What follows belongs to an exercise in optimizing a design on an open flow for small area and few clock cycles per item; a production flow would make more cautious choices.
At most, simulation tests tie the RTL to the original design; equivalence was not proved.
No functional check of the RTL was part of runs 1 to 7.

--- config.mk ---
export PLATFORM = sky130hd
export DESIGN_NAME = multi_slot_stopwatch
export DESIGN_NICKNAME = multi_slot_stopwatch
export VERILOG_FILES = /design/flow/design.v
export SDC_FILE = /design/flow/constraint.sdc
export NUM_CORES = 4
export LEC_CHECK = 0
export CAP_MARGIN = 20
export CORE_MARGIN = 2
export CORE_UTILIZATION = 40
export SLEW_MARGIN = 20
--- constraint.sdc ---
create_clock -name core_clock -period 8.5 [get_ports {clk}]
set_input_delay 1.7000 -clock core_clock [delete_from_list [all_inputs] [get_ports {clk}]]
set_output_delay 1.7000 -clock core_clock [all_outputs]
set_load 0.01 [all_outputs]
--- design.v ---
`timescale 1ns / 1ps
`default_nettype none
module multi_slot_stopwatch (
	input  wire                 clk,
	input  wire                 arst_n,
	input  wire                 cmd_valid,
	output logic                cmd_stall,
	input  wire  [7:0]          cmd,
	output logic                rsp_valid,
	input  wire                 rsp_stall,
	output logic [70:0]         rsp
);
	localparam logic [3:0] OP_TICK       = 4'd0;
	localparam logic [3:0] OP_START      = 4'd1;
	localparam logic [3:0] OP_STOP       = 4'd2;
	localparam logic [3:0] OP_RESTART    = 4'd3;
	localparam logic [3:0] OP_CLAIM      = 4'd4;
	localparam logic [3:0] OP_CLAIM_FREE = 4'd5;
	localparam logic [3:0] OP_RELEASE    = 4'd6;
	localparam logic [3:0] OP_RESTAMP    = 4'd7;
	localparam logic [3:0] OP_QUERY      = 4'd8;
	localparam logic [10:0] MAX_H  = 11'd1193;
	localparam logic [5:0]  MAX_M  = 6'd2;
	localparam logic [5:0]  MAX_S  = 6'd47;
	localparam logic [9:0]  MAX_MS = 10'd295;
	wire [3:0] op = cmd[7:4];
	wire [3:0] sl = cmd[3:0];
	logic vld_q;
	wire  hold = vld_q && rsp_stall;
	wire  take = cmd_valid && !hold;
	assign cmd_stall = hold;
	assign rsp_valid = vld_q;
	always_ff @(posedge clk or negedge arst_n) begin
		if (!arst_n) begin
			vld_q <= 1'b0;
		end else if (!hold) begin
			vld_q <= cmd_valid;
		end
	end
	logic [9:0]  e_ms;
	logic [5:0]  e_s, e_m;
	logic [10:0] e_h;
	logic        running;
	logic [15:0] busy;
	logic [9:0]  st_ms [16];
	logic [5:0]  st_s  [16];
	logic [5:0]  st_m  [16];
	logic [10:0] st_h  [16];
	logic [15:0] free_oh;
	logic [3:0]  free_idx;
	logic        free_found;
	always_comb begin
		free_oh  = '0;
		free_idx = '0;
		for (int i = 15; i >= 0; i--) begin
			if (!busy[i]) begin
				free_oh     = '0;
				free_oh[i]  = 1'b1;
				free_idx    = 4'(i);
			end
		end
		free_found = !(&busy);
	end
	logic [15:0] sl_oh;
	always_comb begin
		sl_oh = '0;
		sl_oh[sl] = 1'b1;
	end
	wire is_claim   = op == OP_CLAIM;
	wire is_cfree   = op == OP_CLAIM_FREE;
	wire is_release = op == OP_RELEASE;
	wire is_restamp = op == OP_RESTAMP;
	wire is_query   = op == OP_QUERY;
	wire [15:0] we = {16{take}} &
		(({16{is_claim | is_release | is_restamp}} & sl_oh) | ({16{is_cfree}} & free_oh));
	wire e_zero = (e_ms == '0) && (e_s == '0) && (e_m == '0) && (e_h == '0);
	wire e_max  = (e_ms == MAX_MS) && (e_s == MAX_S) && (e_m == MAX_M) && (e_h == MAX_H);
	always_ff @(posedge clk or negedge arst_n) begin
		if (!arst_n) begin
			e_ms    <= '0;
			e_s     <= '0;
			e_m     <= '0;
			e_h     <= '0;
			running <= 1'b0;
			busy    <= '0;
		end else if (take) begin
			case (op)
				OP_TICK: begin
					if (running) begin
						if (e_max) begin
							e_ms <= '0;
							e_s  <= '0;
							e_m  <= '0;
							e_h  <= '0;
						end else if (e_ms != 10'd999) begin
							e_ms <= e_ms + 10'd1;
						end else begin
							e_ms <= '0;
							if (e_s != 6'd59) begin
								e_s <= e_s + 6'd1;
							end else begin
								e_s <= '0;
								if (e_m != 6'd59) begin
									e_m <= e_m + 6'd1;
								end else begin
									e_m <= '0;
									e_h <= e_h + 11'd1;
								end
							end
						end
					end
				end
				OP_START, OP_STOP: begin
					e_ms    <= '0;
					e_s     <= '0;
					e_m     <= '0;
					e_h     <= '0;
					running <= op == OP_START;
				end
				OP_RESTART: begin
					if (e_zero) begin
						running <= 1'b1;
					end
				end
				OP_CLAIM: busy[sl] <= 1'b1;
				OP_CLAIM_FREE: busy <= busy | free_oh;
				OP_RELEASE: busy[sl] <= 1'b0;
				default: begin
				end
			endcase
		end
	end
	always_ff @(posedge clk) begin
		for (int i = 0; i < 16; i++) begin
			if (we[i]) begin
				st_ms[i] <= e_ms;
				st_s[i]  <= e_s;
				st_m[i]  <= e_m;
				st_h[i]  <= e_h;
			end
		end
	end
	wire [15:0] qsel = {16{is_query}} & busy & sl_oh;
	wire        qb   = |qsel;
	logic [32:0] s_cat;
	always_comb begin
		s_cat = {33{!qb}} & {e_h, e_m, e_s, e_ms};
		for (int i = 0; i < 16; i++) begin
			s_cat = s_cat | ({33{qsel[i]}} & {st_h[i], st_m[i], st_s[i], st_ms[i]});
		end
	end
	wire [9:0]  s_ms = s_cat[9:0];
	wire [5:0]  s_s  = s_cat[15:10];
	wire [5:0]  s_m  = s_cat[21:16];
	wire [10:0] s_h  = s_cat[32:22];
	wire [32:0] e_cat = {e_h, e_m, e_s, e_ms};
	wire [33:0] dif   = {1'b0, e_cat} - {1'b0, s_cat};
	wire [33:0] brw   = dif ^ {1'b0, e_cat} ^ {1'b0, s_cat};
	logic [3:0] slot_out;
	logic       status;
	logic       slot_busy;
	wire        busy_sl = |(busy & sl_oh);
	always_comb begin
		slot_out  = '0;
		status    = 1'b0;
		slot_busy = 1'b0;
		case (op)
			OP_CLAIM: begin
				slot_out  = sl;
				slot_busy = 1'b1;
			end
			OP_CLAIM_FREE: begin
				slot_out  = free_found ? free_idx : 4'd0;
				slot_busy = free_found;
				status    = !free_found;
			end
			OP_RELEASE: slot_out = sl;
			OP_RESTAMP, OP_QUERY: begin
				slot_out  = sl;
				slot_busy = busy_sl;
			end
			default: begin
			end
		endcase
	end
	logic [3:0]  r_slot;
	logic        r_status;
	logic        r_busy;
	logic [32:0] r_dif;
	logic        r_b_ms, r_b_s, r_b_m, r_wrap;
	always_ff @(posedge clk) begin
		if (!hold) begin
			r_slot   <= slot_out;
			r_status <= status;
			r_busy   <= slot_busy;
			r_dif    <= dif[32:0];
			r_b_ms   <= brw[10];
			r_b_s    <= brw[16];
			r_b_m    <= brw[22];
			r_wrap   <= brw[33];
		end
	end
	wire [9:0]  f_ms = r_dif[9:0];
	wire [5:0]  f_s  = r_dif[15:10];
	wire [5:0]  f_m  = r_dif[21:16];
	wire [10:0] f_h  = r_dif[32:22];
	wire [9:0]  d_ms = r_b_ms ? f_ms - 10'd24 : f_ms;
	wire [5:0]  d_s  = r_b_s  ? f_s - 6'd4 : f_s;
	wire [5:0]  d_m  = r_b_m  ? f_m - 6'd4 : f_m;
	wire        c0   = r_wrap && (d_ms >= 10'd704);
	wire        c1   = r_wrap && ((d_s >= 6'd13) || (c0 && (d_s == 6'd12)));
	wire        c2   = r_wrap && ((d_m >= 6'd58) || (c1 && (d_m == 6'd57)));
	wire [9:0]  o_ms = !r_wrap ? d_ms : c0 ? d_ms - 10'd704 : d_ms + 10'd296;
	wire [5:0]  o_s  = !r_wrap ? d_s : (c1 ? d_s - 6'd13 : d_s + 6'd47) + 6'(c0);
	wire [5:0]  o_m  = !r_wrap ? d_m : (c2 ? d_m - 6'd58 : d_m + 6'd2) + 6'(c1);
	wire [10:0] o_h  = f_h + (!r_wrap ? 11'd0 : c2 ? 11'd1194 : 11'd1193);
	wire [3:0]  k_sel = {r_wrap, r_b_m, r_b_s, r_b_ms};
	wire [31:0] k_c   = '0
			| ({32{k_sel == 4'd0}} & 32'd3077644864)
			| ({32{k_sel == 4'd1}} & 32'd3077644840)
			| ({32{k_sel == 4'd2}} & 32'd3077640864)
			| ({32{k_sel == 4'd3}} & 32'd3077640840)
			| ({32{k_sel == 4'd4}} & 32'd3077404864)
			| ({32{k_sel == 4'd5}} & 32'd3077404840)
			| ({32{k_sel == 4'd6}} & 32'd3077400864)
			| ({32{k_sel == 4'd7}} & 32'd3077400840)
			| ({32{k_sel == 4'd8}} & 32'd4294779456)
			| ({32{k_sel == 4'd9}} & 32'd4294779432)
			| ({32{k_sel == 4'd10}} & 32'd4294775456)
			| ({32{k_sel == 4'd11}} & 32'd4294775432)
			| ({32{k_sel == 4'd12}} & 32'd4294539456)
			| ({32{k_sel == 4'd13}} & 32'd4294539432)
			| ({32{k_sel == 4'd14}} & 32'd4294535456)
			| ({32{k_sel == 4'd15}} & 32'd4294535432);
	wire [31:0] p_h  = 32'(f_h);
	wire [31:0] p_m  = 32'(f_m);
	wire [31:0] p_s  = 32'(f_s);
	wire [10:0] c_h  = ~f_h;
	wire [5:0]  c_m  = ~f_m;
	wire [5:0]  c_s  = ~f_s;
	wire [31:0] n_h  = 32'(c_h);
	wire [31:0] n_m  = 32'(c_m);
	wire [31:0] n_s  = 32'(c_s);
	wire [31:0] delta = (p_h << 22) + (n_h << 19) + (n_h << 16) + (n_h << 12) + (n_h << 9) + (p_h << 7)
		+ (p_m << 16) + (n_m << 13) + (p_m << 11) + (p_m << 9) + (p_m << 7) + (n_m << 5)
		+ (p_s << 10) + (n_s << 5) + (p_s << 3) + 32'(f_ms) + k_c;
	assign rsp = {r_slot, r_status, r_busy, delta, o_h, o_m, o_s, o_ms};
endmodule
`default_nettype wire
--- run.sh ---
#!/bin/bash
# synth_recipe.tcl (not shown) runs the flow's synth.tcl, then flattens the netlist and writes it again
# the make line also repeats each setting of config.mk as NAME=value (left out here)
make -C /OpenROAD-flow-scripts/flow DESIGN_CONFIG=/design/flow/config.mk WORK_HOME=/design/flow/orfs CLKGATE_MAP_FILE= SYNTH_SCRIPT=/design/flow/synth_recipe.tcl finish
==> results of run 1 <==
cell usage in the layout (no fill, tap or decap), drive strengths merged, types with 32 or more instances in the layout:
master	netlist	routed
a21o	37	37
a21oi	100	100
a221oi	44	44
a222oi	46	46
a22o	45	45
a22oi	75	75
a31oi	32	32
buf	38	79
clkbuf	74	88
clkdlybuf4s50	0	82
dfrtp	51	51
edfxtp	571	571
fa	96	96
ha	135	135
inv	171	176
nand2	172	172
nand3	58	58
nand4	50	50
nor2	101	101
o21ai	87	87
xnor2	73	73
xor2	45	45
cells by family after synthesis:
kind of cell | Yosys count | synth area share
DFF | 622 | 0.584
AOI/OAI and AO/OA | 596 | 0.140
and+or+nand+nor | 538 | 0.0880
buffers and inverters | 284 | 0.0373
adders and majority gates | 231 | 0.114
xor gates and xnor gates | 118 | 0.0327
muxes | 14 | 0.00456
stage by stage:
| stage | std cells | cell area [um2] | hold slack (ns) | utilization |
|---|---|---|---|---|
| 2_1_floorplan | 2403 | 31600 | 0.519 | - |
| 3_3_place_gp | 3498 | 34000 | 0.541 | 0.433 |
| 3_5_place_dp | 3498 | 34000 | 0.579 | 0.433 |
| 4_1_cts | 3626 | 36200 | 0.595 | 0.460 |
| 5_1_grt | 3627 | 36200 | 0.609 | 0.460 |
| 6_report | 3627 | 36200 | 0.593 | 0.460 |
final cells by class:
type | count | area, um2 | share of cell area
sequential | 622 | 18400 | 0.509
tap | 1050 | 1310 | 0.0363
clock inverter | 36 | 303 | 0.00837
timing repair buffer | 162 | 1540 | 0.0426
clock buffer | 88 | 1820 | 0.0503
multi-input combinational | 1497 | 12100 | 0.336
inverter | 172 | 646 | 0.0178
sequential cells by signal, summed over array words and instances (netlist names), 4 cells and up, named ones only:
| name | flops |
|---|---|
| st_h | 176 |
| st_ms | 160 |
| st_m | 96 |
| st_s | 96 |
| r_dif | 33 |
| e_h | 11 |
| e_ms | 10 |
| e_m | 6 |
| e_s | 6 |
| r_slot | 4 |
worst max path at each step:
stage	startpoint	to	slack (ns)	depth (start not counted)
after floorplan	r_wrap$_DFFE_PN_	rsp[58]	1.15	24
after global placement	r_wrap$_DFFE_PN_	rsp[58]	0.55	23
after detailed placement	r_b_m$_DFFE_PN_	rsp[58]	0.45	24
after CTS	r_wrap$_DFFE_PN_	rsp[58]	0.05	24
after global routing	r_wrap$_DFFE_PN_	rsp[62]	0.001	20
final	r_wrap$_DFFE_PN_	rsp[62]	0.25	21
worst min-delay path, stage by stage (launching register included):
cell and delay, ns:
dfrtp_1 0.38, a41oi_1 0.06, a21oi_1 0.11
layer usage:
layer | routed length, um | share of wire | vias up
met5 | 0 | 0 | -
li1 | - | - | 9413
met3 | 8240 | 0.089 | 174
met1 | 37600 | 0.41 | 10800
met4 | 2800 | 0.030 | 0
met2 | 43900 | 0.47 | 1041
timing repair:
action / CTS / global route
hold buffers: 0 / 0
setup buffers: 4 / 1
pin swaps: 0 / 1
setup endpoints to repair: 4 / 6
gates resized for setup: 1 / 8
==> flow_summary.ini, run 1 <==
[worst_hold_path]
hold_depth = 2
hp-start = running$_DFFE_PN0P_
hold_path_class = flop to flop
hold_path_end = running$_DFFE_PN0P_

[grt]
grt_max_degree = 52
antenna_found_initial = 2
grt-ovfl-total = 0
grt_pass1_vias = 21300
grt_busiest_layer = met2
grt_use_met1 = 0.301
grt_pass1_wl_um = 137000
grt_util_met3 = 0.0429
grt_util_met2 = 0.370
grt.total_usage = 0.225

[timing]
setup_violations = 0
min_period_ns = 8.25
worstMarginPinSlew_ns = 1.08
slew_headroom = 0.281
maxSlewViolCount = 0
setup_tns_ns = 0
fin_ws_ns = 0.248
max_freq_ghz = 0.121
finClkSkew_ns = 0.0214
final-hold-violation-count = 0
rsz0062_at_grt = no
min_period_over_period = 0.971

[synthesis]
synthFlopType = edfxtp_1
yosysSeqAreaShare = 0.584
synthDistinctLibCells = 99
yosys-top-cells-area = edfxtp_1, fa_1, ha_1
synth.most_common_cell = edfxtp_1
synthArstFlopShare = 0.0820
yosys_warnings = 5
synth_top_area_frac = 0.543
synth_commonest_cells = edfxtp_1, nand2_1, inv_1, ha_1, nor2_1
syn_area_mm2 = 0.0316
synthesis.instances = 2403
avgSynthCellArea_um2 = 13.1
ys_ff_latch = 622
synth_top_area_cell = edfxtp_1
synth_edf_count = 571

[outcome]
outcome = no timing/DRC/antenna violations

[drt]
via_per_inst = 5.91
ant_nets = 0
drcViolationCount = 0
drt_wl_total_um = 92500
dr.pass1.iters = 6
wl_per_cell_um = 25.5
num_vias = 21500
detailedRoute.firstIterationViolations = 2460

[cts]
cts_made_buffers = 68
clock-root-buffer = clkbuf_16
cts.sinks = 622
clk_pin_slew_ns = 0.06
cts_buffer_depth = 3
clkLatencyLatePin_ns = 0.61
cts_tree = done
htreeDepth = 3

[placement]
dpl.hpwl_um = 58300
place_ws_ns = 0.445
port-buffer-count = 84
gp_congestion = 0.906

[floorplan]
ioPinCount = 85
core_mm2 = 0.0786
initial_core_util = 0.402
die_w_um = 285
die_area_mm2 = 0.0812
die_h_um = 285
fp-row-count = 103

[flow_run]
maxCapViolCount = 0

[worst_setup_path]
reg2reg_depth = 18
worstSetupPathType = flop to output port
crit_path_start_kind = flop
cp.buffers_inverters = 5
critPathCaptureType = output port
cp.arrival_ns = 6.55
path_cells = clkinv_1 > buf_4 > ha_1 > o31a_1 > fa_1 > inv_1 > fa_1 > fa_1 > inv_1 > ha_1 > ha_1 > fa_1 > a21oi_2 > o22a_1 > o221a_2 > o21a_1 > o21ai_1 > a21o_1 > a21oi_1 > xnor2_1 > clkdlybuf4s50_1
cp_max_fo = 10
crit_required_ns = 6.80
r2r-end = r_dif[32]$_DFFE_PN_
slowest_stage = clkdlybuf4s50_1
slowest_delay_ns = 0.55
r2r_slack_ns = 3.21
crit_family = adder cells
crit_top_cell = fa_1

[finish]
n_antenna_cell = 0
fin_nets = 2766
nFillCells = 6950
layout-drive-gt1-share = 0.0970
syn2layout_area_growth_pct = 14.6
==> run 2, diff against run 1 <==
--- a/config.mk
+++ b/config.mk
@@ -9,3 +9,4 @@
 export CORE_MARGIN = 2
 export CORE_UTILIZATION = 40
+export CTS_BUF_LIST = sky130_fd_sc_hd__clkbuf_4
 export SLEW_MARGIN = 20
==> run 2 against run 1 <==
  * Flip-flop and latch count stayed put
  * Still clean on timing, DRC and antenna
  * Highest routed layer unchanged
  * Routed wire length is 1.2% higher
  * Final area is 0.27% lower
  * Critical path depth is 1 lower
  * First-iteration DRC count is 1.7% higher
==> flow_summary.ini, run 2 <==
[cts]
clk_pin_slew_ns = 0.06
htreeDepth = 4
holdBufCountCts = 0
clkLatencyLatePin_ns = 0.99
cts_made_buffers = 160
clock-root-buffer = clkbuf_4
cts.sinks = 622
cts_tree = done
cts_buffer_depth = 3

[drt]
detailedRoute.firstIterationViolations = 2503
ant_nets = 0
drcViolationCount = 0
dr.pass1.iters = 7
drt_wl_total_um = 93600
via_per_inst = 5.81
wl_per_cell_um = 24.8
num_vias = 22000

[worst_setup_path]
crit_required_ns = 6.80
cp.arrival_ns = 6.48
startpoint = r_wrap$_DFFE_PN_
crit_path_start_kind = flop
r2r-end = r_dif[32]$_DFFE_PN_
cp_max_fo = 10
worstSetupPathType = flop to output port
cp_num_cells = 20
critPathCapture = rsp[51]
critPathCaptureType = output port
slowest_stage = clkdlybuf4s50_1
cp.buffers_inverters = 5
crit_family = adder cells
slowest_delay_ns = 0.56
crit_top_cell = fa_1
reg2reg_depth = 18
r2r_slack_ns = 3.23
path_cells = clkinv_1 > buf_4 > ha_2 > o31a_1 > fa_1 > inv_1 > fa_1 > fa_1 > inv_1 > fa_1 > ha_1 > a21o_1 > a21oi_2 > o21bai_1 > nor3_2 > o31ai_1 > a21o_1 > a21oi_1 > xnor2_1 > clkdlybuf4s50_1

[grt]
grt_max_degree = 52
grt_pass1_vias = 22000
grt_pass1_wl_um = 138000
grt-ovfl-total = 0
antenna_found_initial = 2
grt.total_usage = 0.228

[synthesis]
synth_top_area_frac = 0.543
synthesis.instances = 2403
synth.most_common_cell = edfxtp_1
yosys_warnings = 5
syn_area_mm2 = 0.0316
yosysSeqAreaShare = 0.584
synthArstFlopShare = 0.0820
synthDistinctLibCells = 99
synthFlopType = edfxtp_1
synth_edf_count = 571
yosys-top-cells-area = edfxtp_1, fa_1, ha_1
ys_ff_latch = 622
avgSynthCellArea_um2 = 13.1
synth_commonest_cells = edfxtp_1, nand2_1, inv_1, ha_1, nor2_1
synth_top_area_cell = edfxtp_1

[timing]
max_freq_ghz = 0.122
maxSlewViolCount = 0
setup_violations = 0
setup_tns_ns = 0
worst_hold_slack_ns = 0.586
min_period_over_period = 0.962
slew_headroom = 0.270
finClkSkew_ns = 0.0565
worstMarginPinSlew_ns = 1.09
min_period_ns = 8.18
final-hold-violation-count = 0

[placement]
gp_congestion = 0.906
port-buffer-count = 84
dpl.hpwl_um = 58300

[outcome]
outcome = no timing/DRC/antenna violations

[finish]
post-route-util = 0.459
top_regs = st_h (176), st_ms (160)
fin_nets = 2860
layout-drive-gt1-share = 0.154
regMostFlops = st_h
final_common_cell = edfxtp_1
syn2layout_area_growth_pct = 14.3
final_cell_mix = edfxtp_1, clkbuf_4, nand2_1, inv_1, ha_1
largest_reg_flops = 176

[floorplan]
core_mm2 = 0.0786
ioPinCount = 85
fp-row-count = 103
die_area_mm2 = 0.0812
initial_core_util = 0.402
die_h_um = 285
die_w_um = 285

[flow_run]
maxCapViolCount = 0

[worst_hold_path]
hp-start = running$_DFFE_PN0P_
hold_path_class = flop to flop
## run 2: routing by layer
| layer | GRT usage | share of wire | vias up |
|---|---|---|---|
| met4 | 0.0730 | 0.022 | 0 |
| met2 | 0.374 | 0.48 | 1103 |
| met5 | 0 | 0 | - |
| met1 | 0.302 | 0.41 | 11000 |
| li1 | - | - | 9702 |
| met3 | 0.0509 | 0.091 | 134 |
## run 2: area by class of cell
class                           instances  area, um2
Antenna cell                            6       15.0
Multi-Input combinational cell       1497      12200
Fill cell                            7060      42500
Inverter                              172        646
Tap cell                             1050       1310
Timing Repair Buffer                  164       1560
Clock buffer                          230       1730
Clock inverter                         36        205
Sequential cell                       622      18400
## run 2: worst min path at each step
| stage | end | cells after the start |
|---|---|---|
| after floorplan | running$_DFFE_PN0P_ | 2 |
| after global placement | running$_DFFE_PN0P_ | 2 |
| after detailed placement | flop | 2 |
| after CTS | running$_DFFE_PN0P_ | 2 |
| after global routing | running$_DFFE_PN0P_ | 2 |
| final | running$_DFFE_PN0P_ | 2 |
## run 2: what timing repair did
item,CTS,global route
pin swaps,5,2
gates resized for setup,15,20
setup buffers,6,1
hold endpoints to repair,0,0
endpoints found under the setup margin,13,11
gates cloned,0,0
## run 2: through the flow
stage          area (um2)  std cells  worst slack, ns
6_report            36100       3777            0.323
4_1_cts             36000       3770          0.00194
3_5_place_dp        34000       3498            0.445
5_1_grt             36100       3777          -0.0220
3_3_place_gp        34000       3498            0.554
2_1_floorplan       31600       2403             1.15
## run 2: tightest hold or removal path, delay by kind of cell, from the launching register on
family	cells	cell delay, ns
DFF	1	0.37
AOI/OAI and AO/OA	2	0.17
## run 2: logic make-up (layout without fill, tap and decap cells)
kind of cell               Yosys count  count (layout)  share of synthesized area
adders and majority gates          231             231                      0.114
muxes                               14              14                    0.00456
DFF                                622             622                      0.584
xor gates and xnor gates           118             118                     0.0327
AOI/OAI and AO/OA                  596             596                      0.140
and+or+nand+nor                    538             538                     0.0880
buffers and inverters              284             602                     0.0373
other                                0               6                          0
==> run 3, diff against run 2 <==
--- a/config.mk
+++ b/config.mk
@@ -9,4 +9,5 @@
 export CORE_MARGIN = 2
 export CORE_UTILIZATION = 40
-export CTS_BUF_LIST = sky130_fd_sc_hd__clkbuf_4
+export CTS_BUF_LIST = sky130_fd_sc_hd__clkbuf_8
+export CTS_CLUSTER_SIZE = 20
 export SLEW_MARGIN = 20
==> run 3 against run 2 <==
  * Routed wire length is 0.81% lower
  * Core utilization is 0.094 points lower
  * Still clean on timing, DRC and antenna
  * Largest cell class unchanged
  * Worst hold slack better by 0.0029 ns
  * Global-route usage is 0.30 points lower
==> flow_summary.ini, run 3 <==
[outcome]
outcome = no timing/DRC/antenna violations

[synthesis]
synth_commonest_cells = edfxtp_1, nand2_1, inv_1, ha_1, nor2_1
synth_edf_count = 571
synthesis.instances = 2403
synth.most_common_cell = edfxtp_1
synthArstFlopShare = 0.0820
yosys_warnings = 5
synthFlopType = edfxtp_1
yosysSeqAreaShare = 0.584
avgSynthCellArea_um2 = 13.1
synthDistinctLibCells = 99
synth_top_area_frac = 0.543
syn_area_mm2 = 0.0316
ys_ff_latch = 622
yosys-top-cells-area = edfxtp_1, fa_1, ha_1
synth_top_area_cell = edfxtp_1

[finish]
regMostFlops = st_h
fin_nets = 2800
final_cell_mix = edfxtp_1, inv_1, nand2_1, ha_1, clkbuf_8
largest_reg_flops = 176
layout-drive-gt1-share = 0.110
final_common_cell = edfxtp_1
top_regs = st_h (176), st_ms (160)
syn2layout_area_growth_pct = 14.1
post-route-util = 0.458

[timing]
finClkSkew_ns = 0.0629
worstMarginPinSlew_ns = 1.10
setup_violations = 0
rsz0062_at_grt = yes
slew_headroom = 0.266
min_period_ns = 8.17
final-hold-violation-count = 0
fin_ws_ns = 0.334
max_freq_ghz = 0.122
maxSlewViolCount = 0
min_period_over_period = 0.961

[cts]
cts.sinks = 622
cts_made_buffers = 101
clk_pin_slew_ns = 0.06
clock-root-buffer = clkbuf_8
cts_tree = done
cts_buffer_depth = 3
clkLatencyLatePin_ns = 0.71
holdBufCountCts = 0
htreeDepth = 3

[worst_setup_path]
crit_path_start_kind = flop
cp_max_fo = 10
worstSetupPathType = flop to output port
critPathCaptureType = output port
cp.arrival_ns = 6.47
crit_required_ns = 6.80

[floorplan]
core_mm2 = 0.0786
die_area_mm2 = 0.0812
initial_core_util = 0.402
ioPinCount = 85
die_h_um = 285
die_w_um = 285
fp-row-count = 103

[drt]
num_vias = 21500
dr.pass1.iters = 6
detailedRoute.firstIterationViolations = 2423
via_per_inst = 5.83
ant_nets = 0
wl_per_cell_um = 25.2
drcViolationCount = 0
drt_wl_total_um = 92800

[worst_hold_path]
hold_path_class = flop to flop

[placement]
gp_congestion = 0.906
dpl.hpwl_um = 58300
port-buffer-count = 84
place_ws_ns = 0.445

[grt]
grt.total_usage = 0.225
grt_max_degree = 52
antenna_found_initial = 3
grt-ovfl-total = 0
grt_pass1_vias = 21600
grt_pass1_wl_um = 137000

[flow_run]
maxCapViolCount = 0
## run 3: repair_timing
action                                  4_1_cts  5_1_grt
endpoints found under the hold margin         0        0
buffers inserted                              4        2
endpoints found under the setup margin        6        7
pin swaps                                     0        2
gates resized for setup                       2       11
cloned                                        0        0
## run 3: cells by family after synthesis
family,Yosys count,share of synthesized area
fa+ha+maj,231,0.114
buf+inv,284,0.0373
xor+xnor,118,0.0327
flops,622,0.584
simple gates,538,0.0880
compound gates,596,0.140
mux,14,0.00456
## run 3: worst paths after layout
check	slack (ns)	end	startpoint	cells after the start
worst min-delay path	0.59	running$_DFFE_PN0P_	running$_DFFE_PN0P_	2
max in group asynchronous	6.80	e_s[4]$_DFFE_PN0P_	arst_n	2
worst min register to register	0.59	running$_DFFE_PN0P_	running$_DFFE_PN0P_	2
min in group asynchronous	1.15	busy[0]$_DFFE_PN0P_	arst_n	2
worst max-delay path	0.33	rsp[61]	r_wrap$_DFFE_PN_	20
worst max register to register	3.18	r_dif[32]$_DFFE_PN_	flop	18
## run 3: through the flow
| step | TNS (ns) | instance area [um2] | hold WS (ns) | instances |
|---|---|---|---|---|
| floorplan | 0 | 31600 | 0.519 | 2403 |
| global placement | 0 | 34000 | 0.541 | 3498 |
| detailed placement | 0 | 34000 | 0.579 | 3498 |
| CTS | 0 | 36000 | 0.596 | 3686 |
| global route | -0.0186 | 36000 | 0.627 | 3689 |
| finish | 0 | 36000 | 0.589 | 3689 |
## run 3: cell type report
cell class | instances | area (um2)
fill | 7031 | 42600
sequential | 622 | 18400
multi-input combinational | 1497 | 12200
timing repair buffer | 163 | 1550
clock buffer | 106 | 1460
tap | 1050 | 1310
inverter | 172 | 646
clock inverter | 78 | 465
antenna | 1 | 2.50
## run 3: metal layers
layer / up-vias / GRT usage / routed length (um)
li1: 9489 / - / -
met1: 10800 / 0.297 / 37600
met2: 1020 / 0.370 / 43800
met3: 175 / 0.0518 / 8760
met4: 0 / 0.0716 / 2610
met5: - / 0 / 0
## run 3: critical path, stage by stage, from the launching register on
cell             delay, ns
edfxtp_1              0.42
clkinv_1              0.12
buf_4                 0.21
ha_1                  0.24
nor2_1                0.25
fa_1                  0.51
fa_1                  0.50
fa_1                  0.49
inv_1                 0.05
fa_1                  0.43
ha_1                  0.36
o21a_1                0.21
o21ai_0               0.31
nor3_1                0.12
a21oi_2               0.23
a31oi_2               0.17
a21oi_2               0.24
nand2b_1              0.08
a21oi_1               0.20
xnor2_1               0.13
clkdlybuf4s50_1       0.55
==> run 4, diff against run 3 <==
--- a/config.mk
+++ b/config.mk
@@ -9,5 +9,5 @@
 export CORE_MARGIN = 2
 export CORE_UTILIZATION = 40
-export CTS_BUF_LIST = sky130_fd_sc_hd__clkbuf_8
-export CTS_CLUSTER_SIZE = 20
+export CTS_CLUSTER_DIAMETER = 100
+export CTS_CLUSTER_SIZE = 30
 export SLEW_MARGIN = 20
==> run 4 against run 3 <==
  * Still clean
  * Critical path type unchanged
  * Global-route usage down 0.48 points
  * Core utilization down 1.4 points
  * First-iteration DRC count down 6.3%
  * Final cell count down 3.7%
==> flow_summary.ini, run 4 <==
[outcome]
outcome = no timing/DRC/antenna violations

[synthesis]
syn_area_mm2 = 0.0316
synthFlopType = edfxtp_1
synth_edf_count = 571
synth_compound_gate_area_share = 0.140
muxShareOfSynthArea = 0.00456
yosysSeqAreaShare = 0.584
ys_ff_latch = 622
synth_top_area_frac = 0.543
synthSimpleGateAreaFrac = 0.0880
synth_top_family_by_area = compound AO/OA/AOI/OAI gates
yosys_warnings = 5
synth_top_area_cell = edfxtp_1
synthDistinctLibCells = 99
avgSynthCellArea_um2 = 13.1
synth_xor_area_frac = 0.0327
synthesis.instances = 2403
synth_commonest_cells = edfxtp_1, nand2_1, inv_1, ha_1, nor2_1
synthAdderAreaFrac = 0.114
yosys-top-cells-area = edfxtp_1, fa_1, ha_1
synthArstFlopShare = 0.0820
synth.most_common_cell = edfxtp_1

[floorplan]
die_w_um = 285
die_h_um = 285
core_mm2 = 0.0786
fp-row-count = 103
initial_core_util = 0.402
die_area_mm2 = 0.0812
ioPinCount = 85

[cts]
cts.sinks = 622
clk_pin_slew_ns = 0.11
holdBufCountCts = 0
clkLatencyLatePin_ns = 0.62
clock-root-buffer = clkbuf_16
cts_buffer_depth = 3
cts_made_buffers = 26
htreeDepth = 1
cts_tree = done

[worst_hold_path]
hold_path_class = flop to flop
hold_depth = 2
hp-start = running$_DFFE_PN0P_

[drt]
drt_wl_total_um = 91500
via_per_inst = 5.93
wl_per_cell_um = 25.8
drcViolationCount = 0
ant_nets = 0
num_vias = 21100
dr.pass1.iters = 6
detailedRoute.firstIterationViolations = 2271

[placement]
gp_congestion = 0.906
placed_cells = 3498
place_area_mm2 = 0.0340
place_ws_ns = 0.445
port-buffer-count = 84
dpl.hpwl_um = 58300

[timing]
min_period_ns = 8.27
setup_violations = 0
fin_ws_ns = 0.232
slew_headroom = 0.281
final-hold-violation-count = 0
min_period_over_period = 0.973
max_freq_ghz = 0.121
finClkSkew_ns = 0.0497
maxSlewViolCount = 0
worstMarginPinSlew_ns = 1.08

[worst_setup_path]
cp.arrival_ns = 6.57
path_cells = clkinv_1 > buf_4 > ha_1 > o31a_1 > fa_1 > inv_1 > fa_1 > fa_1 > inv_1 > ha_1 > ha_1 > fa_1 > a21oi_2 > o22a_1 > o221a_2 > o21a_1 > o21ai_1 > a21o_1 > a21oi_1 > xnor2_1 > clkdlybuf4s50_1
slowest_stage = clkdlybuf4s50_1
cp_max_fo = 10
cp_num_cells = 21
startpoint = r_wrap$_DFFE_PN_
reg2reg_depth = 18
cp.buffers_inverters = 5
crit_top_cell = fa_1
slowest_delay_ns = 0.55
critPathCaptureType = output port
worstSetupPathType = flop to output port
crit_family = adder cells
crit_required_ns = 6.80
crit_path_start_kind = flop

[flow_run]
maxCapViolCount = 0

[finish]
fin_area_mm2 = 0.0349
layout-drive-gt1-share = 0.0768
largest_reg_flops = 176
fin_nets = 2724
n_antenna_cell = 0
syn2layout_area_growth_pct = 10.5
finalNonFillerCells = 3551
final_cell_mix = edfxtp_1, nand2_1, inv_1, ha_1, fa_1
final_common_cell = edfxtp_1
top_regs = st_h (176), st_ms (160)
regMostFlops = st_h

[grt]
grt-ovfl-total = 0
grt.total_usage = 0.220
grt_pass1_vias = 20800
grt_max_degree = 52
antenna_found_initial = 2
grt_pass1_wl_um = 135000
[run 4: cell type report]
cell class,count,area [um2]
Inverter,172,646
Fill cell,7088,43700
Timing Repair Buffer,162,1540
Sequential cell,622,18400
Tap cell,1050,1310
Clock inverter,8,93.8
Clock buffer,40,724
Multi-Input combinational cell,1497,12100
[run 4: cells by family (layout without fill, tap and decap cells)]
group / after synthesis / in the layout
buffers and inverters: 284 / 382
adders and majority gates: 231 / 231
and+or+nand+nor: 538 / 538
AOI/OAI and AO/OA: 596 / 596
xor gates and xnor gates: 118 / 118
DFF: 622 / 622
muxes: 14 / 14
[run 4: worst paths after layout]
check	end	slack (ns)
max	rsp[62]	0.23
min	running$_DFFE_PN0P_	0.60
max reg2reg	r_dif[32]$_DFFE_PN_	3.18
min reg2reg	running$_DFFE_PN0P_	0.60
max in group asynchronous	e_h[8]$_DFFE_PN0P_	6.74
min in group asynchronous	busy[0]$_DFFE_PN0P_	1.23
[run 4: metrics by stage]
step	TNS (ns)	utilization	hold WS, ns
floorplan	0	-	0.519
global placement	0	0.433	0.541
detailed placement	0	0.433	0.579
CTS	0	0.443	0.605
global route	-0.0307	0.444	0.620
finish	0	0.444	0.601
[run 4: repair_timing]
item,4_1_cts,5_1_grt
endpoints found under the setup margin,5,6
buffers inserted,4,1
pin swaps,0,2
resized for setup,1,8
[run 4: metal layers]
layer,routed length [um],vias to the layer above,track usage
met5,0,-,0
met4,2490,0,0.0593
met1,38100,10700,0.298
met2,43200,888,0.366
li1,-,9281,-
met3,7700,155,0.0394
[run 4: tightest hold or removal path: cells and delay by family (launching register included)]
family	cells	cell delay, ns
compound gates	2	0.17
flops	1	0.39
==> run 5, diff against run 4 <==
--- a/config.mk
+++ b/config.mk
@@ -9,5 +9,5 @@
 export CORE_MARGIN = 2
 export CORE_UTILIZATION = 40
-export CTS_CLUSTER_DIAMETER = 100
-export CTS_CLUSTER_SIZE = 30
+export CTS_CLUSTER_DIAMETER = 80
+export CTS_CLUSTER_SIZE = 24
 export SLEW_MARGIN = 20
==> run 5 against run 4 <==
  * Still clean
  * Register-to-register slack improved by 0.08 ns
  * Final area up 0.92%
  * Die area is the same
  * Synthesized cell count unchanged
  * Highest routed layer unchanged
==> flow_summary.ini, run 5 <==
[cts]
cts_buffer_depth = 3
cts_made_buffers = 35
cts_tree = done
clk_pin_slew_ns = 0.09
clkLatencyLatePin_ns = 0.59
cts.sinks = 622
holdBufCountCts = 0
clock-root-buffer = clkbuf_16
htreeDepth = 2

[drt]
met3_wirelength_um = 8360
num_vias = 21100
detailedRoute.firstIterationViolations = 2397
routed.top_layer = met4
ant_nets = 0
drt_wl_total_um = 91800
wl_per_cell_um = 25.8
met1_length_um = 37300
drcViolationCount = 0
via_per_inst = 5.92
wl_met2_um = 43500
dr.pass1.iters = 8

[finish]
n_antenna_cell = 0
layout-drive-gt1-share = 0.0815
final_common_cell = edfxtp_1
fin_nets = 2733
largest_reg_flops = 176
top_regs = st_h (176), st_ms (160)
final_cell_mix = edfxtp_1, nand2_1, inv_1, ha_1, fa_1
post-route-util = 0.448
syn2layout_area_growth_pct = 11.5
fin_area_mm2 = 0.0352
regMostFlops = st_h
nFillCells = 7051

[worst_setup_path]
crit_family = adder cells
reg2reg_depth = 18
crit_required_ns = 6.80
worstSetupPathType = flop to output port
slowest_stage = clkdlybuf4s50_1
cp_num_cells = 21
critPathCaptureType = output port
cp.buffers_inverters = 5
slowest_delay_ns = 0.55
cp_max_fo = 10
crit_path_start_kind = flop
path_cells = clkinv_1 > buf_4 > ha_1 > o31a_1 > fa_1 > inv_1 > fa_1 > fa_1 > inv_1 > ha_1 > ha_1 > fa_1 > a21oi_2 > o22a_1 > o221a_2 > o21a_1 > o21ai_1 > a21o_1 > a21oi_1 > xnor2_1 > clkdlybuf4s50_1
crit_top_cell = fa_1
cp.arrival_ns = 6.54

[timing]
maxSlewViolCount = 0
final-hold-violation-count = 0
min_period_ns = 8.24
finClkSkew_ns = 0.0334
min_period_over_period = 0.970
max_freq_ghz = 0.121
fin_ws_ns = 0.255
setup_violations = 0
setup_tns_ns = 0
slew_headroom = 0.270
worstMarginPinSlew_ns = 1.09

[synthesis]
synth_top_area_frac = 0.543
synth_compound_gate_area_share = 0.140
synth_edf_count = 571
ys_ff_latch = 622
synthesis.instances = 2403
synthFlopType = edfxtp_1
synth_top_area_cell = edfxtp_1
muxShareOfSynthArea = 0.00456
synthSimpleGateAreaFrac = 0.0880
yosys-top-cells-area = edfxtp_1, fa_1, ha_1
synthArstFlopShare = 0.0820
syn_area_mm2 = 0.0316
synth_xor_area_frac = 0.0327
synth_top_family_by_area = compound AO/OA/AOI/OAI gates
synthDistinctLibCells = 99
synth.most_common_cell = edfxtp_1
avgSynthCellArea_um2 = 13.1
synthAdderAreaFrac = 0.114
yosys_warnings = 5
synth_commonest_cells = edfxtp_1, nand2_1, inv_1, ha_1, nor2_1
yosysSeqAreaShare = 0.584

[floorplan]
fp-row-count = 103
die_area_mm2 = 0.0812
die_w_um = 285
die_h_um = 285
initial_core_util = 0.402
ioPinCount = 85
core_mm2 = 0.0786

[placement]
place_area_mm2 = 0.0340
dpl.hpwl_um = 58300
place_ws_ns = 0.445
port-buffer-count = 84
gp_congestion = 0.906

[grt]
antenna_found_initial = 2
grt.total_usage = 0.223
grt_max_degree = 52
grt_pass1_vias = 20800
grt-ovfl-total = 0
grt_pass1_wl_um = 135000

[outcome]
outcome = no timing/DRC/antenna violations

[worst_hold_path]
hold_path_class = flop to flop
hold_depth = 2

[flow_run]
maxCapViolCount = 0
==> run 5: what timing repair did <==
item,4_1_cts,5_1_grt
buffers inserted,4,1
pin swaps,0,1
setup endpoints to repair,4,6
hold endpoints to repair,0,0
gates resized for setup,1,8
gates cloned,0,0
==> run 5: area by class of cell <==
type / instances / area (um2) / share of cell area
Sequential cell: 622 / 18400 / 0.523
Multi-Input combinational cell: 1497 / 12100 / 0.345
Timing Repair Buffer: 162 / 1540 / 0.0437
Tap cell: 1050 / 1310 / 0.0373
Clock buffer: 53 / 996 / 0.0283
Inverter: 172 / 646 / 0.0183
Clock inverter: 10 / 144 / 0.00409
==> run 5: worst paths after layout <==
| check | from | endpoint | slack, ns |
|---|---|---|---|
| worst max-delay path | r_wrap$_DFFE_PN_ | rsp[62] | 0.26 |
| worst min-delay path | running$_DFFE_PN0P_ | running$_DFFE_PN0P_ | 0.60 |
| worst max register to register | flop | r_dif[32]$_DFFE_PN_ | 3.26 |
| worst min register to register | running$_DFFE_PN0P_ | running$_DFFE_PN0P_ | 0.60 |
| max in group asynchronous | arst_n | e_h[10]$_DFFE_PN0P_ | 6.71 |
| min in group asynchronous | arst_n | busy[0]$_DFFE_PN0P_ | 1.27 |
==> run 5: per-layer routing <==
metal | track usage | up-vias
li1 | - | 9314
met1 | 0.303 | 10600
met2 | 0.367 | 988
met3 | 0.0398 | 162
met4 | 0.0640 | 0
met5 | 0 | -
==> run 5: cells by family after synthesis <==
logic type	Yosys count
compound gates	596
xor+xnor	118
simple gates	538
mux	14
buf+inv	284
flops	622
fa+ha+maj	231
==> run 5: worst reg2reg max path, delay by kind of cell, from the launching register on <==
kind / cells / cell delay (ns)
xor gates and xnor gates: 1 / 0.11
DFF: 1 / 0.45
buffers and inverters: 1 / 0.30
adders and majority gates: 1 / 0.41
and+or+nand+nor: 5 / 1.12
AOI/OAI and AO/OA: 10 / 2.60
==> run 5: through the flow <==
step | cells | hold WS [ns]
after floorplan | 2403 | 0.519
after global placement | 3498 | 0.541
after detailed placement | 3498 | 0.579
after CTS | 3565 | 0.601
after global routing | 3566 | 0.615
final | 3566 | 0.600
==> run 6, diff against run 5 <==
--- a/design.v
+++ b/design.v
@@ -205,13 +205,15 @@
 	wire [5:0]  f_m  = r_dif[21:16];
 	wire [10:0] f_h  = r_dif[32:22];
-	wire [9:0]  d_ms = r_b_ms ? f_ms - 10'd24 : f_ms;
-	wire [5:0]  d_s  = r_b_s  ? f_s - 6'd4 : f_s;
-	wire [5:0]  d_m  = r_b_m  ? f_m - 6'd4 : f_m;
-	wire        c0   = r_wrap && (d_ms >= 10'd704);
-	wire        c1   = r_wrap && ((d_s >= 6'd13) || (c0 && (d_s == 6'd12)));
-	wire        c2   = r_wrap && ((d_m >= 6'd58) || (c1 && (d_m == 6'd57)));
-	wire [9:0]  o_ms = !r_wrap ? d_ms : c0 ? d_ms - 10'd704 : d_ms + 10'd296;
-	wire [5:0]  o_s  = !r_wrap ? d_s : (c1 ? d_s - 6'd13 : d_s + 6'd47) + 6'(c0);
-	wire [5:0]  o_m  = !r_wrap ? d_m : (c2 ? d_m - 6'd58 : d_m + 6'd2) + 6'(c1);
+	wire        c0   = r_wrap && (r_b_ms ? (f_ms >= 10'd728) : (f_ms >= 10'd704));
+	wire        c1   = r_wrap && (r_b_s ? (f_s >= 6'd17) || (c0 && (f_s == 6'd16))
+	                                    : (f_s >= 6'd13) || (c0 && (f_s == 6'd12)));
+	wire        c2   = r_wrap && (r_b_m ? (f_m >= 6'd62) || (c1 && (f_m == 6'd61))
+	                                    : (f_m >= 6'd58) || (c1 && (f_m == 6'd57)));
+	wire [9:0]  k_ms = (r_b_ms ? 10'd1000 : 10'd0) + (!r_wrap ? 10'd0 : c0 ? 10'd320 : 10'd296);
+	wire [5:0]  k_s  = (r_b_s ? 6'd60 : 6'd0) + (!r_wrap ? 6'd0 : c1 ? 6'd51 : 6'd47) + 6'(c0);
+	wire [5:0]  k_m  = (r_b_m ? 6'd60 : 6'd0) + (!r_wrap ? 6'd0 : c2 ? 6'd6 : 6'd2) + 6'(c1);
+	wire [9:0]  o_ms = f_ms + k_ms;
+	wire [5:0]  o_s  = f_s + k_s;
+	wire [5:0]  o_m  = f_m + k_m;
 	wire [10:0] o_h  = f_h + (!r_wrap ? 11'd0 : c2 ? 11'd1194 : 11'd1193);
 	wire [3:0]  k_sel = {r_wrap, r_b_m, r_b_s, r_b_ms};
--- a/config.mk
+++ b/config.mk
@@ -9,5 +9,5 @@
 export CORE_MARGIN = 2
 export CORE_UTILIZATION = 40
-export CTS_CLUSTER_DIAMETER = 80
-export CTS_CLUSTER_SIZE = 24
+export CTS_CLUSTER_DIAMETER = 100
+export CTS_CLUSTER_SIZE = 30
 export SLEW_MARGIN = 20
==> run 6 against run 5 <==
  * Worst hold slack got worse by 0.017 ns
  * Fmax up 1.5%
  * Die area down 0.89%
  * Routed wire length is 1.0% higher
  * Register-to-register slack worse by 0.23 ns
  * Critical path depth down 4
  * Sequential share of layout area up 0.47 points
  * Critical path type unchanged
  * Critical endpoint is now rsp[64]
  * Largest cell class unchanged
==> flow_summary.ini, run 6 <==
[placement]
gp_congestion = 0.915
port-buffer-count = 84
dpl.hpwl_um = 60000
place_ws_ns = 0.593
placed_cells = 3481
place_area_mm2 = 0.0339

[worst_setup_path]
startpoint = r_dif[26]$_DFFE_PN_
crit_required_ns = 6.80
reg2reg_depth = 17
r2r_slack_ns = 3.03
cp.arrival_ns = 6.43
cp_max_fo = 4
critPathCaptureType = output port
r2r-end = r_dif[30]$_DFFE_PN_
crit_path_start_kind = flop
critPathCapture = rsp[64]
worstSetupPathType = flop to output port

[timing]
maxSlewViolCount = 0
max_freq_ghz = 0.123
min_period_over_period = 0.956
slew_headroom = 0.293
fin_ws_ns = 0.374
setup_tns_ns = 0
rsz0062_at_grt = no
worst_hold_slack_ns = 0.583
final-hold-violation-count = 0
worstMarginPinSlew_ns = 1.05
setup_violations = 0
finClkSkew_ns = 0.0364
min_period_ns = 8.13

[cts]
htreeDepth = 1
cts_made_buffers = 27
clkLatencyLatePin_ns = 0.63
clock-root-buffer = clkbuf_16
cts.sinks = 622
cts_buffer_depth = 3
holdBufCountCts = 0
clk_pin_slew_ns = 0.11
cts_tree = done

[finish]
fin_area_mm2 = 0.0349
largest_reg_flops = 176
regMostFlops = st_h
n_antenna_cell = 0
fin_nets = 2744
syn2layout_area_growth_pct = 11.5
finalNonFillerCells = 3549
top_regs = st_h (176), st_ms (160)
final_cell_mix = edfxtp_1, inv_1, nand2_1, ha_1, fa_1
final_common_cell = edfxtp_1
layout-drive-gt1-share = 0.0793
post-route-util = 0.450

[drt]
drt_wl_total_um = 92800
ant_nets = 0
wl_per_cell_um = 26.2
drcViolationCount = 0
dr.pass1.iters = 6
via_per_inst = 5.96
num_vias = 21200
detailedRoute.firstIterationViolations = 2572

[synthesis]
yosys-top-cells-area = edfxtp_1, fa_1, ha_1
yosys_warnings = 5
synth.most_common_cell = edfxtp_1
synth_top_area_frac = 0.548
synth_edf_count = 571
synthesis.instances = 2385
synthDistinctLibCells = 85
syn_area_mm2 = 0.0313
synthArstFlopShare = 0.0820
synthFlopType = edfxtp_1
yosysSeqAreaShare = 0.589
avgSynthCellArea_um2 = 13.1
synth_top_area_cell = edfxtp_1
ys_ff_latch = 622
synth_commonest_cells = edfxtp_1, inv_1, nand2_1, ha_1

[floorplan]
die_h_um = 284
initial_core_util = 0.404
fp-row-count = 102
core_mm2 = 0.0775
die_area_mm2 = 0.0805
die_w_um = 284
ioPinCount = 85

[flow_run]
maxCapViolCount = 0

[grt]
grt.total_usage = 0.227
grt_max_degree = 52
grt-ovfl-total = 0
grt_pass1_vias = 20700
grt_pass1_wl_um = 138000
antenna_found_initial = 0

[worst_hold_path]
hold_path_class = flop to flop
hp-start = running$_DFFE_PN0P_

[outcome]
outcome = no timing/DRC/antenna violations
## run 6: cell types whose count changed after synthesis, sizes merged, moves of 11 or more
cell,delta
inv,+18
fa,+11
nand4,+11
a22o,-14
nand2,-28
a221oi,-15
a22oi,+19
xor2,-13
## run 6: layout make-up
class | count | area [um2]
multi-input combinational | 1464 | 11900
clock buffer | 41 | 749
fill | 6953 | 42600
timing repair buffer | 185 | 1690
clock inverter | 8 | 116
sequential | 622 | 18400
inverter | 189 | 709
tap | 1040 | 1300
## run 6: critical path, stage by stage (launching register included)
cell and delay, ns:
edfxtp_1 0.58, inv_1 0.14, fa_1 0.52, fa_1 0.51
fa_1 0.51, inv_1 0.05, fa_1 0.43, ha_1 0.37
o21ai_0 0.15, o21ai_0 0.22, or4b_2 0.69, a31oi_2 0.32
o21ai_0 0.22, a21oi_2 0.22, a21o_1 0.14, a21oi_1 0.07
xnor2_1 0.13, clkdlybuf4s50_1 0.56
## run 6: layer usage
metal / vias to the layer above / GRT usage / routed length [um]
met4: 0 / 0.0533 / 2260
met1: 10800 / 0.323 / 40100
met3: 142 / 0.0296 / 7090
li1: 9249 / - / -
met5: - / 0 / 0
met2: 952 / 0.369 / 43400
## run 6: repair_timing
item,4_1_cts,5_1_grt
hold endpoints to repair,0,0
pin swaps,0,0
gates resized for setup,1,1
setup buffers,1,18
endpoints found under the setup margin,1,5
## run 6: kinds of logic after synthesis
logic type | after synthesis | synth area share
AOI/OAI and AO/OA | 588 | 0.136
muxes | 5 | 0.00168
xor gates and xnor gates | 96 | 0.0269
adders and majority gates | 243 | 0.123
other | 1 | 0.000120
and+or+nand+nor | 524 | 0.0847
DFF | 622 | 0.589
buffers and inverters | 306 | 0.0388
## run 6: worst min-delay path by stage
stage                          end  slack, ns  cells after the start
2_1_floorplan                 flop       0.52                      2
3_3_place_gp   running$_DFFE_PN0P_       0.55                      2
3_5_place_dp   running$_DFFE_PN0P_       0.57                      2
4_1_cts        running$_DFFE_PN0P_       0.59                      2
5_1_grt        running$_DFFE_PN0P_       0.65                      2
6_report       running$_DFFE_PN0P_       0.58                      2
==> run 7, diff against run 6 <==
--- a/config.mk
+++ b/config.mk
@@ -9,5 +9,5 @@
 export CORE_MARGIN = 2
 export CORE_UTILIZATION = 40
-export CTS_CLUSTER_DIAMETER = 100
-export CTS_CLUSTER_SIZE = 30
+export CTS_CLUSTER_DIAMETER = 80
+export CTS_CLUSTER_SIZE = 24
 export SLEW_MARGIN = 20
==> run 7 against run 6 <==
  * Still clean on timing, DRC and antenna
  * First-iteration DRC count grew 0.62%
  * Flip-flop and latch count did not move
  * Area after synthesis unchanged
  * Setup slack improved by 0.017 ns
  * Register-to-register slack got worse by 0.04 ns
  * Worst hold slack improved by 0.0022 ns
  * Sequential share of layout area decreased by 0.53 points
  * Critical path type unchanged
  * Highest routed layer unchanged
==> flow_summary.ini, run 7 <==
[grt]
antenna_found_initial = 0
grt.total_usage = 0.230
grt_max_degree = 52
grt-ovfl-total = 0
grt_pass1_wl_um = 139000
grt_pass1_vias = 20900

[worst_setup_path]
crit_path_start_kind = flop
cp.arrival_ns = 6.41
crit_required_ns = 6.80
cp_max_fo = 6
slowest_delay_ns = 0.69
crit_family = adder cells
slowest_stage = or4b_2
worstSetupPathType = flop to output port
path_cells = inv_1 > fa_1 > inv_1 > fa_1 > fa_1 > inv_1 > fa_1 > ha_1 > o21ai_0 > o21ai_0 > or4b_2 > a31oi_2 > o21ai_0 > a21oi_2 > a21o_1 > a21oi_1 > xnor2_1 > clkdlybuf4s50_1
crit_top_cell = fa_1
reg2reg_depth = 17
cp.buffers_inverters = 4
cp_num_cells = 18
critPathCaptureType = output port

[drt]
drcViolationCount = 0
drt_wl_total_um = 93500
wl_per_cell_um = 26.2
dr.pass1.iters = 6
detailedRoute.firstIterationViolations = 2588
via_per_inst = 5.92
num_vias = 21100
ant_nets = 0

[cts]
htreeDepth = 2
cts.sinks = 622
cts_made_buffers = 36
cts_tree = done
clock-root-buffer = clkbuf_16
clkLatencyLatePin_ns = 0.61
clk_pin_slew_ns = 0.08
cts_buffer_depth = 3

[finish]
n_antenna_cell = 0
final_cell_mix = edfxtp_1, inv_1, nand2_1, ha_1, fa_1
regMostFlops = st_h
layout-drive-gt1-share = 0.0870
syn2layout_area_growth_pct = 12.7
nFillCells = 6943
fin_area_mm2 = 0.0352
largest_reg_flops = 176
final_common_cell = edfxtp_1
fin_nets = 2757
post-route-util = 0.455
top_regs = st_h (176), st_ms (160)

[synthesis]
synth_top_area_frac = 0.548
synthArstFlopShare = 0.0820
synth_commonest_cells = edfxtp_1, inv_1, nand2_1, ha_1
synth_top_area_cell = edfxtp_1
synthesis.instances = 2385
ys_ff_latch = 622
synth_edf_count = 571
synthFlopType = edfxtp_1
syn_area_mm2 = 0.0313
yosysSeqAreaShare = 0.589
yosys-top-cells-area = edfxtp_1, fa_1, ha_1
avgSynthCellArea_um2 = 13.1
yosys_warnings = 5
synthDistinctLibCells = 85
synth.most_common_cell = edfxtp_1

[flow_run]
maxCapViolCount = 0

[timing]
min_period_ns = 8.11
setup_tns_ns = 0
final-hold-violation-count = 0
rsz0062_at_grt = no
max_freq_ghz = 0.123
setup_violations = 0
slew_headroom = 0.303
worstMarginPinSlew_ns = 1.03
min_period_over_period = 0.954
maxSlewViolCount = 0
finClkSkew_ns = 0.0359

[floorplan]
core_mm2 = 0.0775
die_w_um = 284
die_area_mm2 = 0.0805
die_h_um = 284
ioPinCount = 85
initial_core_util = 0.404
fp-row-count = 102

[outcome]
outcome = no timing/DRC/antenna violations

[placement]
gp_congestion = 0.915
port-buffer-count = 84
dpl.hpwl_um = 60000
place_area_mm2 = 0.0339

[worst_hold_path]
hold_path_class = flop to flop
hold_depth = 2
run 7: cell types whose count changed in the layout (fill, tap and decap cells not counted), sizes merged:
cell	previous run	this run
clkbuf	42	51
inv	193	198
buf	101	105
clkinv	3	6
clkinvlp	1	0
run 7: cells by family after synthesis:
logic type	count (synthesis)	share of synthesized area
AO/OA/AOI/OAI	588	0.136
AND/OR/NAND/NOR	524	0.0847
other	1	0.000120
multiplexers	5	0.00168
buffers and inverters	306	0.0388
flip-flops	622	0.589
adder cells (fa/ha/maj)	243	0.123
XOR/XNOR	96	0.0269
run 7: path summary, 6_finish.rpt:
path | to | from | slack (ns)
min in group asynchronous | vld_q$_DFFE_PN0N_ | arst_n | 1.24
max in group asynchronous | e_m[5]$_DFFE_PN0P_ | arst_n | 6.71
hold reg to reg | running$_DFFE_PN0P_ | running$_DFFE_PN0P_ | 0.59
setup reg to reg | r_dif[29]$_DFFE_PN_ | flop | 2.99
hold / removal | running$_DFFE_PN0P_ | running$_DFFE_PN0P_ | 0.59
setup / recovery | rsp[64] | r_dif[21]$_DFFE_PN_ | 0.39
run 7: worst reg2reg max path: stages (launching register included):
cell and delay (ns):
dfrtp_1 0.48, a22o_1 0.29, a222oi_1 0.39, o32a_1 0.20, nand4b_1 0.24, o31ai_4 0.65
buf_12 0.31, a211oi_1 0.18, ha_1 0.46, a21o_1 0.21, a211o_1 0.30, a21oi_1 0.17
o21ai_0 0.16, or3_1 0.39, o211ai_1 0.26, nand2_1 0.13, a31oi_1 0.24, xnor2_1 0.15
run 7: what timing repair did:
item                                    4_1_cts  5_1_grt
pin swaps                                     0        0
buffers inserted                              0       23
gates cloned                                  0        0
endpoints found under the hold margin         0        0
endpoints found under the setup margin        1        4
hold buffers                                  0        0
resized for setup                             1        1
run 7: metal layers:
| metal | vias up | wire length (um) | track usage |
|---|---|---|---|
| li1 | 9283 | - | - |
| met1 | 10800 | 39600 | 0.320 |
| met2 | 923 | 43900 | 0.373 |
| met3 | 135 | 7610 | 0.0376 |
| met4 | 0 | 2320 | 0.0611 |
| met5 | - | 0 | 0 |
run 7: final cells by class:
| class | instances | area (um2) | area share |
|---|---|---|---|
| clock buffer | 50 | 996 | 0.0283 |
| sequential | 622 | 18400 | 0.523 |
| inverter | 189 | 709 | 0.0201 |
| multi-input combinational | 1464 | 11900 | 0.338 |
| timing repair buffer | 189 | 1720 | 0.0488 |
| tap | 1040 | 1300 | 0.0369 |
| clock inverter | 15 | 193 | 0.00547 |
run 7: metrics by stage:
step | std cells | worst slack (ns) | hold WS, ns
6_report | 3569 | 0.391 | 0.585
5_1_grt | 3569 | 0.0484 | 0.641
4_1_cts | 3546 | 0.106 | 0.587
3_5_place_dp | 3481 | 0.593 | 0.568
3_3_place_gp | 3481 | 0.604 | 0.548
2_1_floorplan | 2392 | 1.62 | 0.518
==> run 8, diff against run 7 <==
--- a/design.v
+++ b/design.v
@@ -145,5 +145,5 @@
 	logic [32:0] s_cat;
 	always_comb begin
-		s_cat = {33{!qb}} & {e_h, e_m, e_s, e_ms};
+		s_cat = '0;
 		for (int i = 0; i < 16; i++) begin
 			s_cat = s_cat | ({33{qsel[i]}} & {st_h[i], st_m[i], st_s[i], st_ms[i]});
@@ -194,9 +194,9 @@
 			r_status <= status;
 			r_busy   <= slot_busy;
-			r_dif    <= dif[32:0];
-			r_b_ms   <= brw[10];
-			r_b_s    <= brw[16];
-			r_b_m    <= brw[22];
-			r_wrap   <= brw[33];
+			r_dif    <= {33{qb}} & dif[32:0];
+			r_b_ms   <= qb && brw[10];
+			r_b_s    <= qb && brw[16];
+			r_b_m    <= qb && brw[22];
+			r_wrap   <= qb && brw[33];
 		end
 	end
--- a/config.mk
+++ b/config.mk
@@ -6,8 +6,8 @@
 export NUM_CORES = 4
 export LEC_CHECK = 0
-export CAP_MARGIN = 20
+export CAP_MARGIN = 0
 export CORE_MARGIN = 2
 export CORE_UTILIZATION = 40
-export CTS_CLUSTER_DIAMETER = 80
-export CTS_CLUSTER_SIZE = 24
-export SLEW_MARGIN = 20
+export CTS_CLUSTER_DIAMETER = 100
+export CTS_CLUSTER_SIZE = 30
+export SLEW_MARGIN = 0
==> run 8 against run 7 <==
  * Final cell count shrank 4.3%
  * Core utilization shrank 0.55 points
  * Clock skew shrank 0.0082 ns
  * Die area shrank 1.5%
  * Register-to-register slack gained 0.41 ns
  * Synthesized cell count shrank 5.2%
  * Fmax shrank 0.43%
  * Routed wire length shrank 12%
  * Area after synthesis shrank 1.5%
  * Highest routed layer unchanged
==> flow_summary.ini, run 8 <==
[synthesis]
synth.most_common_cell = edfxtp_1
avgSynthCellArea_um2 = 13.6
synth_top_area_frac = 0.556
syn_area_mm2 = 0.0308
synthesis.instances = 2260
synthFlopType = edfxtp_1
yosysSeqAreaShare = 0.598
synthDistinctLibCells = 87
synthArstFlopShare = 0.0820
synth_commonest_cells = edfxtp_1, inv_1, ha_1, nor2_1, fa_1
yosys_warnings = 5
ys_ff_latch = 622

[cts]
cts_tree = done
cts_buffer_depth = 3
clk_pin_slew_ns = 0.12
clock-root-buffer = clkbuf_16
clkLatencyLatePin_ns = 0.60
htreeDepth = 1
holdBufCountCts = 0

[timing]
rsz0062_at_grt = no
maxSlewViolCount = 0
finClkSkew_ns = 0.0277
min_period_over_period = 0.958
slew_headroom = 0.147
setup_tns_ns = 0
setup_violations = 0
min_period_ns = 8.14
max_freq_ghz = 0.123

[worst_setup_path]
cp_max_fo = 5
critPathCaptureType = output port
slowest_stage = fa_1
crit_path_start_kind = flop
r2r_slack_ns = 3.40
slowest_delay_ns = 0.66
crit_required_ns = 6.80
cp_num_cells = 18
cp.buffers_inverters = 4

[placement]
port-buffer-count = 84
gp_congestion = 0.902
dpl.hpwl_um = 56200
placed_cells = 3356

[grt]
grt_pass1_vias = 19700
grt.total_usage = 0.208
grt_pass1_wl_um = 124000
grt_max_degree = 52
grt-ovfl-total = 0

[finish]
largest_reg_flops = 176
final_cell_mix = edfxtp_1, inv_1, ha_1, fa_1, nor2_1
finalNonFillerCells = 3414
regMostFlops = st_h
top_regs = st_h (176), st_ms (160)
n_antenna_cell = 0
layout-drive-gt1-share = 0.0759
post-route-util = 0.450
final_common_cell = edfxtp_1
nFillCells = 6868
fin_nets = 2621

[floorplan]
ioPinCount = 85
die_area_mm2 = 0.0793
die_w_um = 282
die_h_um = 282
initial_core_util = 0.405

[drt]
detailedRoute.firstIterationViolations = 2185
drt_wl_total_um = 82500
via_per_inst = 5.78

[worst_hold_path]
hold_path_end = running$_DFFE_PN0P_
hp-start = running$_DFFE_PN0P_
hold_path_class = flop to flop

[outcome]
outcome = no timing/DRC/antenna violations
-- run 8: worst reg2reg max path, cell delays in order, from the launching register on --
cell      delay [ns]
dfrtp_1         0.52
and3_1          0.25
and2_1          0.29
a22oi_1         0.21
nand3_1         0.25
a221oi_1        0.33
nand4_1         0.15
ha_1            0.24
fa_1            0.40
nand2b_1        0.18
a21oi_1         0.23
o41a_1          0.28
a41oi_1         0.29
o211ai_1        0.30
a31oi_1         0.12
buf_4           0.16
o41ai_1         0.43
xnor2_1         0.16
nor2_1          0.05
-- run 8: cell type report --
class / instances / area (um2) / area share
well taps: 1030 / 1290 / 0.0377
multi-input cells: 1364 / 11500 / 0.336
flip-flops and latches: 622 / 18400 / 0.539
inverters: 172 / 646 / 0.0189
clock buffers: 40 / 703 / 0.0206
clock inverters: 5 / 46.3 / 0.00135
repair buffers: 181 / 1600 / 0.0468
-- run 8: worst max-delay path by stage --
stage          slack, ns               end                start
2_1_floorplan       1.90           rsp[64]      r_b_m$_DFFE_PN_
3_3_place_gp        0.63  r_wrap$_DFFE_PN_               cmd[0]
3_5_place_dp        0.57  r_wrap$_DFFE_PN_               cmd[0]
4_1_cts            0.004           rsp[53]  r_dif[18]$_DFFE_PN_
5_1_grt             0.03           rsp[64]      r_b_m$_DFFE_PN_
6_report            0.36           rsp[53]  r_dif[22]$_DFFE_PN_
-- run 8: logic make-up (layout without fill, tap and decap cells) --
group	count (synthesis)	after routing	share of synthesized area
fa+ha+maj	243	243	0.125
mux	4	4	0.00171
flops	622	622	0.598
buf+inv	280	398	0.0365
compound gates	544	544	0.133
other cells	2	8	0.000244
simple gates	461	461	0.0763
xor+xnor	104	104	0.0300
-- run 8: repair_timing --
| item | CTS | global route |
|---|---|---|
| resized for setup | 0 | 2 |
| buffers inserted | 1 | 12 |
| pin swaps | 0 | 0 |
| setup endpoints to repair | 3 | 8 |
| hold endpoints to repair | 0 | 0 |
| cloned | 0 | 0 |
-- run 8: metrics by stage --
step / cell area (um2) / setup WS [ns]
floorplan: 30800 / 1.90
global placement: 33300 / 0.626
detailed placement: 33300 / 0.569
CTS: 34100 / 0.00373
global route: 34200 / 0.0332
finish: 34200 / 0.355
-- run 8: routing by layer --
metal	vias up	GRT usage	wire length, um
met5	-	0	0
met4	0	0.0502	1790
met3	96	0.0178	5150
met2	728	0.350	39900
met1	10100	0.291	35700
li1	8822	-	-
Testbench counts of run 8, summed over its fixed seeds: cycles 24,016, items 24,000.

[what the ideal ports hide]
How much do the figures lean on ideal ports? The routed layouts below were timed once more, with nothing changed but the port constraints.
Step 1, drivers: a clkbuf_16 drives clk and a buf_2 each remaining input, both assumed.
Step 2, shift: input delay + t, output delay - t, t = (earliest + latest rising clock arrival at the registers) / 2. This alone moves slack from input paths to output paths.
Slacks: ideal / step 1 / step 2; pairs: ideal / step 1.
| run | t, ns | setup slack, ns | latest minus earliest clock arrival (ns) | worst slew at a driven data input, ns |
|---|---|---|---|---|
| run 1 | 0.666 | 0.248 / 0.184 / 0.420 | 0.022 / 0.022 | 0.03 |
| run 2 | 1.026 | 0.323 / 0.260 / 0.418 | 0.059 / 0.059 | 0.03 |
| run 3 | 0.736 | 0.334 / 0.274 / 0.401 | 0.063 / 0.063 | 0.03 |
| run 4 | 0.662 | 0.232 / 0.169 / 0.395 | 0.050 / 0.050 | 0.03 |
| run 5 | 0.637 | 0.255 / 0.191 / 0.470 | 0.038 / 0.039 | 0.03 |
| run 6 | 0.675 | 0.374 / 0.310 / 0.457 | 0.037 / 0.037 | 0.04 |
| run 7 | 0.655 | 0.391 / 0.326 / 0.493 | 0.039 / 0.038 | 0.04 |
| run 8 | 0.648 | 0.355 / 0.294 / 0.412 | 0.028 / 0.028 | 0.04 |
After both steps every run listed still meets setup and hold.
